Source: an optimization exercise on an open RTL-to-GDS flow (aim: small area and a short achievable clock period). Production flows keep margins and buffers that such runs may drop. Only simulation tests tie the RTL to the original design; equivalence was not proved.

==> design.v <==
package spritePkg;
    typedef logic [9:0] coordT;
    typedef logic [11:0] colorT;
    typedef logic [3:0] digitT;
    typedef logic [15:0] frameCountT;
    localparam colorT BarrelColor = 12'hD60;
    localparam colorT DigitColor  = 12'hFFF;
    localparam colorT GirderColor = 12'hB04;
    localparam colorT BackColor   = 12'h000;
    localparam int GirderCount = 7;
    localparam logic [GirderCount*10-1:0] GirderLeft = {
        10'd125, 10'd30, 10'd80, 10'd30, 10'd80, 10'd30, 10'd30
    };
    localparam logic [GirderCount*10-1:0] GirderRight = {
        10'd200, 10'd560, 10'd610, 10'd560, 10'd610, 10'd560, 10'd610
    };
    localparam logic [GirderCount*10-1:0] GirderTop = {
        10'd90, 10'd130, 10'd190, 10'd250, 10'd310, 10'd370, 10'd430
    };
    localparam logic [GirderCount*10-1:0] GirderBottom = {
        10'd100, 10'd140, 10'd200, 10'd260, 10'd320, 10'd380, 10'd440
    };
endpackage
`timescale 1ns/1ps
module apbRegs (
    input  logic             frame_clk,
    input  logic             reset,
    input  logic             PSEL,
    input  logic             PENABLE,
    input  logic             PWRITE,
    input  logic [7:0]       PADDR,
    input  logic [15:0]      PWDATA,
    output logic [15:0]      PRDATA,
    output logic             PREADY,
    output logic             PSLVERR,
    output spritePkg::coordT barrel0X,
    output spritePkg::coordT barrel0Y,
    output spritePkg::coordT barrel1X,
    output spritePkg::coordT barrel1Y,
    output spritePkg::coordT barrelSize,
    output logic             timerRestart
);
    localparam logic [7:0] AddrBarrel0X   = 8'h00;
    localparam logic [7:0] AddrBarrel0Y   = 8'h04;
    localparam logic [7:0] AddrBarrel1X   = 8'h08;
    localparam logic [7:0] AddrBarrel1Y   = 8'h0C;
    localparam logic [7:0] AddrBarrelSize = 8'h10;
    localparam logic [7:0] AddrControl    = 8'h14;
    localparam logic [9:0] OffScreen   = 10'd700;
    localparam logic [9:0] DefaultSize = 10'd8;
    logic        access;
    logic        writeEn;
    logic        addrMapped;
    logic [15:0] readData;
    assign PREADY  = 1'b1;
    assign access  = PSEL & PENABLE;
    assign writeEn = access & PWRITE & addrMapped;
    assign PSLVERR = access & ~addrMapped;
    assign PRDATA  = (access && !PWRITE) ? readData : 16'd0;
    always_comb begin
        addrMapped = 1'b1;
        readData   = 16'd0;
        case (PADDR)
            AddrBarrel0X:   readData = {6'd0, barrel0X};
            AddrBarrel0Y:   readData = {6'd0, barrel0Y};
            AddrBarrel1X:   readData = {6'd0, barrel1X};
            AddrBarrel1Y:   readData = {6'd0, barrel1Y};
            AddrBarrelSize: readData = {6'd0, barrelSize};
            AddrControl:    readData = 16'd0;
            default:        addrMapped = 1'b0;
        endcase
    end
    always_ff @(posedge frame_clk or posedge reset) begin
        if (reset) begin
            barrel0X   <= OffScreen;
            barrel0Y   <= OffScreen;
            barrel1X   <= OffScreen;
            barrel1Y   <= OffScreen;
            barrelSize <= DefaultSize;
        end else if (writeEn) begin
            case (PADDR)
                AddrBarrel0X:   barrel0X   <= PWDATA[9:0];
                AddrBarrel0Y:   barrel0Y   <= PWDATA[9:0];
                AddrBarrel1X:   barrel1X   <= PWDATA[9:0];
                AddrBarrel1Y:   barrel1Y   <= PWDATA[9:0];
                AddrBarrelSize: barrelSize <= PWDATA[9:0];
                default: ;
            endcase
        end
    end
    always_ff @(posedge frame_clk or posedge reset) begin
        if (reset) begin
            timerRestart <= 1'b0;
        end else begin
            timerRestart <= writeEn && (PADDR == AddrControl) && PWDATA[0];
        end
    end
endmodule
`timescale 1ns/1ps
module countdownTimer #(
    parameter int TimerStart      = 6059,
    parameter int FramesPerSecond = 60
) (
    input  logic                  frame_clk,
    input  logic                  reset,
    input  logic                  frameStart,
    input  logic                  timerRestart,
    output spritePkg::frameCountT timeLeft,
    output spritePkg::digitT      hundreds,
    output spritePkg::digitT      tens,
    output spritePkg::digitT      ones
);
    spritePkg::frameCountT seconds;
    always_ff @(posedge frame_clk or posedge reset) begin
        if (reset) begin
            timeLeft <= spritePkg::frameCountT'(TimerStart);
        end else if (timerRestart) begin
            timeLeft <= spritePkg::frameCountT'(TimerStart);
        end else if (frameStart && (timeLeft != '0)) begin
            timeLeft <= timeLeft - 1'b1;
        end
    end
    assign seconds  = timeLeft / spritePkg::frameCountT'(FramesPerSecond);
    assign hundreds = spritePkg::digitT'(seconds / spritePkg::frameCountT'(100));
    assign tens     = spritePkg::digitT'((seconds % spritePkg::frameCountT'(100)) / spritePkg::frameCountT'(10));
    assign ones     = spritePkg::digitT'(seconds % spritePkg::frameCountT'(10));
endmodule
`timescale 1ns/1ps
module digitGlyph (
    input  spritePkg::digitT digit,
    input  logic [2:0]       cellX,
    input  logic [3:0]       cellY,
    output logic             lit
);
    logic [6:0] segOn;
    logic [6:0] segArea;
    always_comb begin
        case (digit)
            4'd0:    segOn = 7'b1111110;
            4'd1:    segOn = 7'b0110000;
            4'd2:    segOn = 7'b1101101;
            4'd3:    segOn = 7'b1111001;
            4'd4:    segOn = 7'b0110011;
            4'd5:    segOn = 7'b1011011;
            4'd6:    segOn = 7'b1011111;
            4'd7:    segOn = 7'b1110000;
            4'd8:    segOn = 7'b1111111;
            4'd9:    segOn = 7'b1111011;
            default: segOn = 7'b0000000;
        endcase
    end
    assign segArea[6] = (cellY <= 4'd1) && (cellX >= 3'd1) && (cellX <= 3'd6);
    assign segArea[0] = (cellY >= 4'd7) && (cellY <= 4'd8)
                        && (cellX >= 3'd1) && (cellX <= 3'd6);
    assign segArea[3] = (cellY >= 4'd14) && (cellX >= 3'd1) && (cellX <= 3'd6);
    assign segArea[5] = (cellX >= 3'd6) && (cellY >= 4'd1) && (cellY <= 4'd7);
    assign segArea[1] = (cellX <= 3'd1) && (cellY >= 4'd1) && (cellY <= 4'd7);
    assign segArea[4] = (cellX >= 3'd6) && (cellY >= 4'd8) && (cellY <= 4'd14);
    assign segArea[2] = (cellX <= 3'd1) && (cellY >= 4'd8) && (cellY <= 4'd14);
    assign lit = |(segOn & segArea);
endmodule
`timescale 1ns/1ps
module sceneHitTest (
    input  logic             frame_clk,
    input  logic             reset,
    input  spritePkg::coordT drawX,
    input  spritePkg::coordT drawY,
    input  spritePkg::coordT barrel0X,
    input  spritePkg::coordT barrel0Y,
    input  spritePkg::coordT barrel1X,
    input  spritePkg::coordT barrel1Y,
    input  spritePkg::coordT barrelSize,
    input  spritePkg::digitT hundreds,
    input  spritePkg::digitT tens,
    input  spritePkg::digitT ones,
    output logic             barrelHit,
    output logic             digitHit,
    output logic             girderHit
);
    logic  barrelNext;
    logic  girderNext;
    logic  digitNext;
    logic  inDigitArea;
    logic  glyphLit;
    spritePkg::digitT cellDigit;
    function automatic logic circleHit(input spritePkg::coordT px, input spritePkg::coordT py,
                                       input spritePkg::coordT cx, input spritePkg::coordT cy,
                                       input spritePkg::coordT radius);
        logic signed [10:0] dx;
        logic signed [10:0] dy;
        logic [22:0]        dxSq;
        logic [22:0]        dySq;
        logic [22:0]        distSq;
        logic [22:0]        radSq;
        dx        = $signed({1'b0, px}) - $signed({1'b0, cx});
        dy        = $signed({1'b0, py}) - $signed({1'b0, cy});
        dxSq      = dx * dx;
        dySq      = dy * dy;
        distSq    = dxSq + dySq;
        radSq     = {13'd0, radius} * {13'd0, radius};
        circleHit = distSq <= radSq;
    endfunction
    assign barrelNext = circleHit(drawX, drawY, barrel0X, barrel0Y, barrelSize)
                        || circleHit(drawX, drawY, barrel1X, barrel1Y, barrelSize);
    always_comb begin
        girderNext = 1'b0;
        for (int i = 0; i < spritePkg::GirderCount; i++) begin
            if ((drawX > spritePkg::GirderLeft[10*i +: 10]) && (drawX < spritePkg::GirderRight[10*i +: 10])
                    && (drawY >= spritePkg::GirderTop[10*i +: 10]) && (drawY <= spritePkg::GirderBottom[10*i +: 10])) begin
                girderNext = 1'b1;
            end
        end
    end
    assign inDigitArea = (drawX < spritePkg::coordT'(24)) && (drawY < spritePkg::coordT'(16));
    always_comb begin
        case (drawX[4:3])
            2'd0:    cellDigit = hundreds;
            2'd1:    cellDigit = tens;
            default: cellDigit = ones;
        endcase
    end
    digitGlyph glyph (
        .digit (cellDigit),
        .cellX (drawX[2:0]),
        .cellY (drawY[3:0]),
        .lit   (glyphLit)
    );
    assign digitNext = inDigitArea & glyphLit;
    always_ff @(posedge frame_clk or posedge reset) begin
        if (reset) begin
            barrelHit <= 1'b0;
            digitHit  <= 1'b0;
            girderHit <= 1'b0;
        end else begin
            barrelHit <= barrelNext;
            digitHit  <= digitNext;
            girderHit <= girderNext;
        end
    end
endmodule
`timescale 1ns/1ps
module pixelMixer (
    input  logic             frame_clk,
    input  logic             reset,
    input  logic             barrelHit,
    input  logic             digitHit,
    input  logic             girderHit,
    output spritePkg::colorT rgb
);
    spritePkg::colorT colorNext;
    always_comb begin
        if (barrelHit) begin
            colorNext = spritePkg::BarrelColor;
        end else if (digitHit) begin
            colorNext = spritePkg::DigitColor;
        end else if (girderHit) begin
            colorNext = spritePkg::GirderColor;
        end else begin
            colorNext = spritePkg::BackColor;
        end
    end
    always_ff @(posedge frame_clk or posedge reset) begin
        if (reset) begin
            rgb <= spritePkg::BackColor;
        end else begin
            rgb <= colorNext;
        end
    end
endmodule
`timescale 1ns/1ps
module donkeyScreen #(
    parameter int TimerStart      = 6059,
    parameter int FramesPerSecond = 60
) (
    input  logic                  frame_clk,
    input  logic                  reset,
    input  logic                  PSEL,
    input  logic                  PENABLE,
    input  logic                  PWRITE,
    input  logic [7:0]            PADDR,
    input  logic [15:0]           PWDATA,
    output logic [15:0]           PRDATA,
    output logic                  PREADY,
    output logic                  PSLVERR,
    input  logic                  frameStart,
    input  spritePkg::coordT      drawX,
    input  spritePkg::coordT      drawY,
    output spritePkg::colorT      rgb,
    output spritePkg::frameCountT timeLeft
);
    spritePkg::coordT barrel0X;
    spritePkg::coordT barrel0Y;
    spritePkg::coordT barrel1X;
    spritePkg::coordT barrel1Y;
    spritePkg::coordT barrelSize;
    logic  timerRestart;
    spritePkg::digitT hundreds;
    spritePkg::digitT tens;
    spritePkg::digitT ones;
    logic  barrelHit;
    logic  digitHit;
    logic  girderHit;
    apbRegs regs (
        .frame_clk, .reset,
        .PSEL, .PENABLE, .PWRITE, .PADDR, .PWDATA,
        .PRDATA, .PREADY, .PSLVERR,
        .barrel0X, .barrel0Y, .barrel1X, .barrel1Y, .barrelSize,
        .timerRestart
    );
    countdownTimer #(
        .TimerStart      (TimerStart),
        .FramesPerSecond (FramesPerSecond)
    ) timer (
        .frame_clk, .reset, .frameStart, .timerRestart,
        .timeLeft, .hundreds, .tens, .ones
    );
    sceneHitTest hitTest (
        .frame_clk, .reset, .drawX, .drawY,
        .barrel0X, .barrel0Y, .barrel1X, .barrel1Y, .barrelSize,
        .hundreds, .tens, .ones,
        .barrelHit, .digitHit, .girderHit
    );
    pixelMixer mixer (
        .frame_clk, .reset,
        .barrelHit, .digitHit, .girderHit,
        .rgb
    );
endmodule
==> run.sh <==
#!/bin/bash
# synth_recipe.tcl (not shown) runs the flow's synth.tcl, then flattens the netlist and writes it again
# the make line also repeats each setting of config.mk as NAME=value (left out here)
make -C /OpenROAD-flow-scripts/flow DESIGN_CONFIG=/design/flow/config.mk WORK_HOME=/design/flow/orfs CLKGATE_MAP_FILE= SYNTH_SCRIPT=/design/flow/synth_recipe.tcl finish
==> config.mk <==
export PLATFORM = sky130hd
export DESIGN_NAME = donkeyScreen
export DESIGN_NICKNAME = donkeyScreen
export VERILOG_FILES = /design/flow/design.v
export SDC_FILE = /design/flow/constraint.sdc
export NUM_CORES = 4
export LEC_CHECK = 0
export CAP_MARGIN = 20
export CORE_MARGIN = 2
export CORE_UTILIZATION = 40
export SLEW_MARGIN = 20
==> constraint.sdc <==
create_clock -name core_clock -period 14.0 [get_ports {frame_clk}]
set_input_delay 2.8000 -clock core_clock [delete_from_list [all_inputs] [get_ports {frame_clk}]]
set_output_delay 2.8000 -clock core_clock [all_outputs]
set_load 0.01 [all_outputs]
==> summary.txt <==
number of input and output port buffers inserted - 82
share of cells above drive strength 1 - 6.03%
HPWL Detailed - 60200 µm
number of max-cap violations - 0
largest net degree at the start of global routing - 63
combinational family with the most area after synthesis - adder cells
deepest clock path buffer count - 2
Floorplan Core Area - 0.0728 mm²
worst setup slack before clock tree synthesis - 0.692 ns
Worst Max-Slew Pin Slew - 1.05 ns
cell type with the highest aggregate area in the netlist - fa_1
Post-synth ARST share - 100%
post-route setup TNS - 0 ns
reg-to-reg startpoint - regs.barrel1X[0]$_DFFE_PP0P_
commonest cells after routing, fill and taps aside - inv_1 (721), fa_1 (469), ha_1 (357), nor2_1 (247), nand2_1 (216)
Syn Std Cell Area - 0.0294 mm²
total track usage - 19.1%
final slew viol count - 0
min setup slack post-route - 1.12 ns
die area - 0.0757 mm²
library cells used by synthesis - 114
number of instances in the synthesized netlist - 3330
via/cell ratio - 5.10
maximum net fanout on the critical path - 9
terminus of the critical flop-to-flop path - hitTest.barrelHit$_DFF_PP0_
cts hold-fix bufs - 0
Pre-Repair DR Iteration Count - 6
final number of setup-violating endpoints - 0
Synth Area in Adders - 47.2%
worst min-delay path startpoint - hitTest.girderHit$_DFF_PP0_
share of the synthesized area in the top cell type - 31.9%
library cell contributing the largest single delay on the critical path - or4_1
antenna violations before repair - 15
EDFF count, synth - 0
total CTS buffers - 9
post-route minimum period - 12.88 ns
register area - 0.00189 mm²
worst endpoint data arrival time - 13.17 ns
Cells on Worst Hold Path - 1
Nets - 4252
result of the run - finished clean
most common cell after layout, fill and taps aside - inv_1
Worst Reg-to-Reg Cells - 38
wire length of the first global-routing pass - 115000 µm
buffer cell driving the clock tree root - clkbuf_16
area growth from synthesis to final layout - 7.26%
relative slew slack - 29.7%
die boundary width - 275 µm
initial standard-cell utilization of the core - 40.3%
final-layout fill cell count - 7322
Primary FF master, synth - dfrtp_1
register bit total from synthesis - 74
RSZ-0062 raised after global routing - no
post-CTS resize count - 0
Max Fclk - 77.6 MHz
Die Span Y - 275 µm
vias after detailed routing - 22100
data required time at the worst endpoint - 14.29 ns
type of the setup path with the least slack - in2reg
number of design-rule violations left by the first detailed-router iteration - 1328
share of cell area taken by muxes after synthesis - 3.01%
fin crit share - 92.0%
Site Rows - 99
multi-input gate area in the final layout - 0.0242 mm²
clock slew at the register clock pins of the worst setup and hold paths - 0.07 ns
Hold WC Path Type - reg2reg
cell area after layout - 0.0315 mm²
Total Routed Length - 69400 µm
Fin Clk Skew - 0.00837 ns
routability congestion estimate from global placement - 0.891
Top Ports - 96
Max stage delay on crit path - 0.56 ns
post-CTS repair timing setup buffer count - 0
average cell area after synthesis - 8.83 µm²
CTS tree - yes
Antenna Violating Nets Remaining - 0
compound-cell area share of the yosys netlist - 14.4%
sequential-to-total area share from yosys stat - 6.45%
cell total after placement - 4322
DRC - 0
count of non-filler cells in the finished layout - 4346
kind of end point of the critical path - register
number of sinks handled by clock tree synthesis - 74
simple-gate area share of the yosys netlist - 11.2%
total number of H-tree levels - 3
number of hold violations in the final report - 0
number of synthesis warnings - 5
xor/xnor cell area share of the yosys netlist - 6.49%
worst min-delay path endpoint - mixer.rgb[8]$_DFF_PP0_
cell types occupying the most area after synthesis - fa_1 (32%), ha_1 (15%), inv_1 (9.2%), xnor2_1 (5.4%), dfrtp_1 (3.4%)
average routed wire per standard cell - 16.0 µm
library cell appearing most often on the critical path - a21oi_1
clock latency (worst-skew pair) - 0.36 ns
register-to-register path setup slack - 3.96 ns
Placed Instance Area - 0.0312 mm²
total congestion overflow - 0
number of global-route vias before repair - 22500
crit path launch type - input port
-- state kept, by name, indices dropped and copies added (netlist names) --
| register | flops |
|---|---|
| mixer.rgb | 4 |
| regs.barrelSize | 10 |
| hitTest.barrelHit | 1 |
| hitTest.girderHit | 1 |
| regs.barrel0X | 10 |
| regs.barrel1Y | 10 |
| regs.barrel0Y | 10 |
| regs.barrel1X | 10 |
| timer.timeLeft | 16 |
| hitTest.digitHit | 1 |
| regs.timerRestart | 1 |
-- logic make-up (layout without fill, tap and decap cells) --
| group | count (synthesis) | in the layout |
|---|---|---|
| flops | 74 | 74 |
| mux | 70 | 70 |
| xor+xnor | 217 | 217 |
| fa+ha+maj | 828 | 828 |
| simple gates | 705 | 705 |
| other cells | 2 | 13 |
| buf+inv | 827 | 873 |
| compound gates | 607 | 607 |
-- metrics by stage --
stage | util (%) | hold slack (ns)
2_1_floorplan | - | 0.432
3_3_place_gp | 42.8 | 0.505
3_5_place_dp | 42.8 | 0.498
4_1_cts | 43.2 | 0.517
5_1_grt | 43.3 | 0.538
6_report | 43.3 | 0.507
-- worst max-delay path by stage --
stage,endpoint,cells after the start,start
after floorplan,hitTest.barrelHit$_DFF_PP0_,39,drawX[0]
after global placement,hitTest.barrelHit$_DFF_PP0_,40,drawX[0]
after detailed placement,hitTest.barrelHit$_DFF_PP0_,41,drawX[0]
after CTS,hitTest.barrelHit$_DFF_PP0_,41,drawX[0]
after global routing,hitTest.barrelHit$_DFF_PP0_,41,drawX[0]
final,hitTest.barrelHit$_DFF_PP0_,40,drawX[0]
-- metal layers --
layer	global-route usage [%]	up-vias	wire length [µm]
met3	3.88	83	4940
met5	0	-	80
met4	4.52	14	1520
met2	30.0	487	30600
met1	26.9	10700	32300
li1	-	10800	-
-- layout make-up --
type	instances	share of cell area, %
Multi-Input combinational cell	2434	76.9
Clock buffer	12	0.917
Antenna cell	6	0.0476
Inverter	739	8.80
Clock inverter	4	0.0834
Tap cell	959	3.81
Timing Repair Buffer	118	3.46
Sequential cell	74	6.01
-- synth_stat cells, drive strengths merged, types with 17 or more instances --
cell type	count
a211oi	19
a21o	53
a21oi	177
and2	41
buf	45
clkbuf	41
dfrtp	40
dfstp	34
fa	469
ha	357
inv	723
mux2	44
nand2	216
nand2b	29
nand3	26
nand4	17
nor2	248
nor2b	23
nor3	34
o211ai	17
o21ai	90
o21bai	95
xnor2	182
xor2	35
-- critical path, delay by kind of cell --
kind,cells,cell delay [ns]
buffers and inverters,5,1.35
and+or+nand+nor,6,1.39
xor gates and xnor gates,3,0.68
AOI/OAI and AO/OA,16,2.84
adders and majority gates,10,4.10

[static timing again, ports no longer ideal]
The results above use ideal ports. As a check the final layout listed here was re-extracted and re-timed, cells and wires unchanged.
Step 1 assumes that a clkbuf_16 drives the clock port and a buf_2 every other input.
Step 2, shift: input delay + t, output delay - t, t = (earliest + latest rising clock arrival at the registers) / 2. This alone moves slack from input paths to output paths.
Three values: ideal ports, drivers, drivers and shift; two values: the first two.
t (ns): 0.406
slack for setup (ns): 1.118 / 1.123 / 0.717
clock arrival spread, ns: 0.009 / 0.008
After both steps this run still meets setup and hold. The setup slack of this run moves by +0.005 ns with the drivers and by -0.401 ns with both steps.
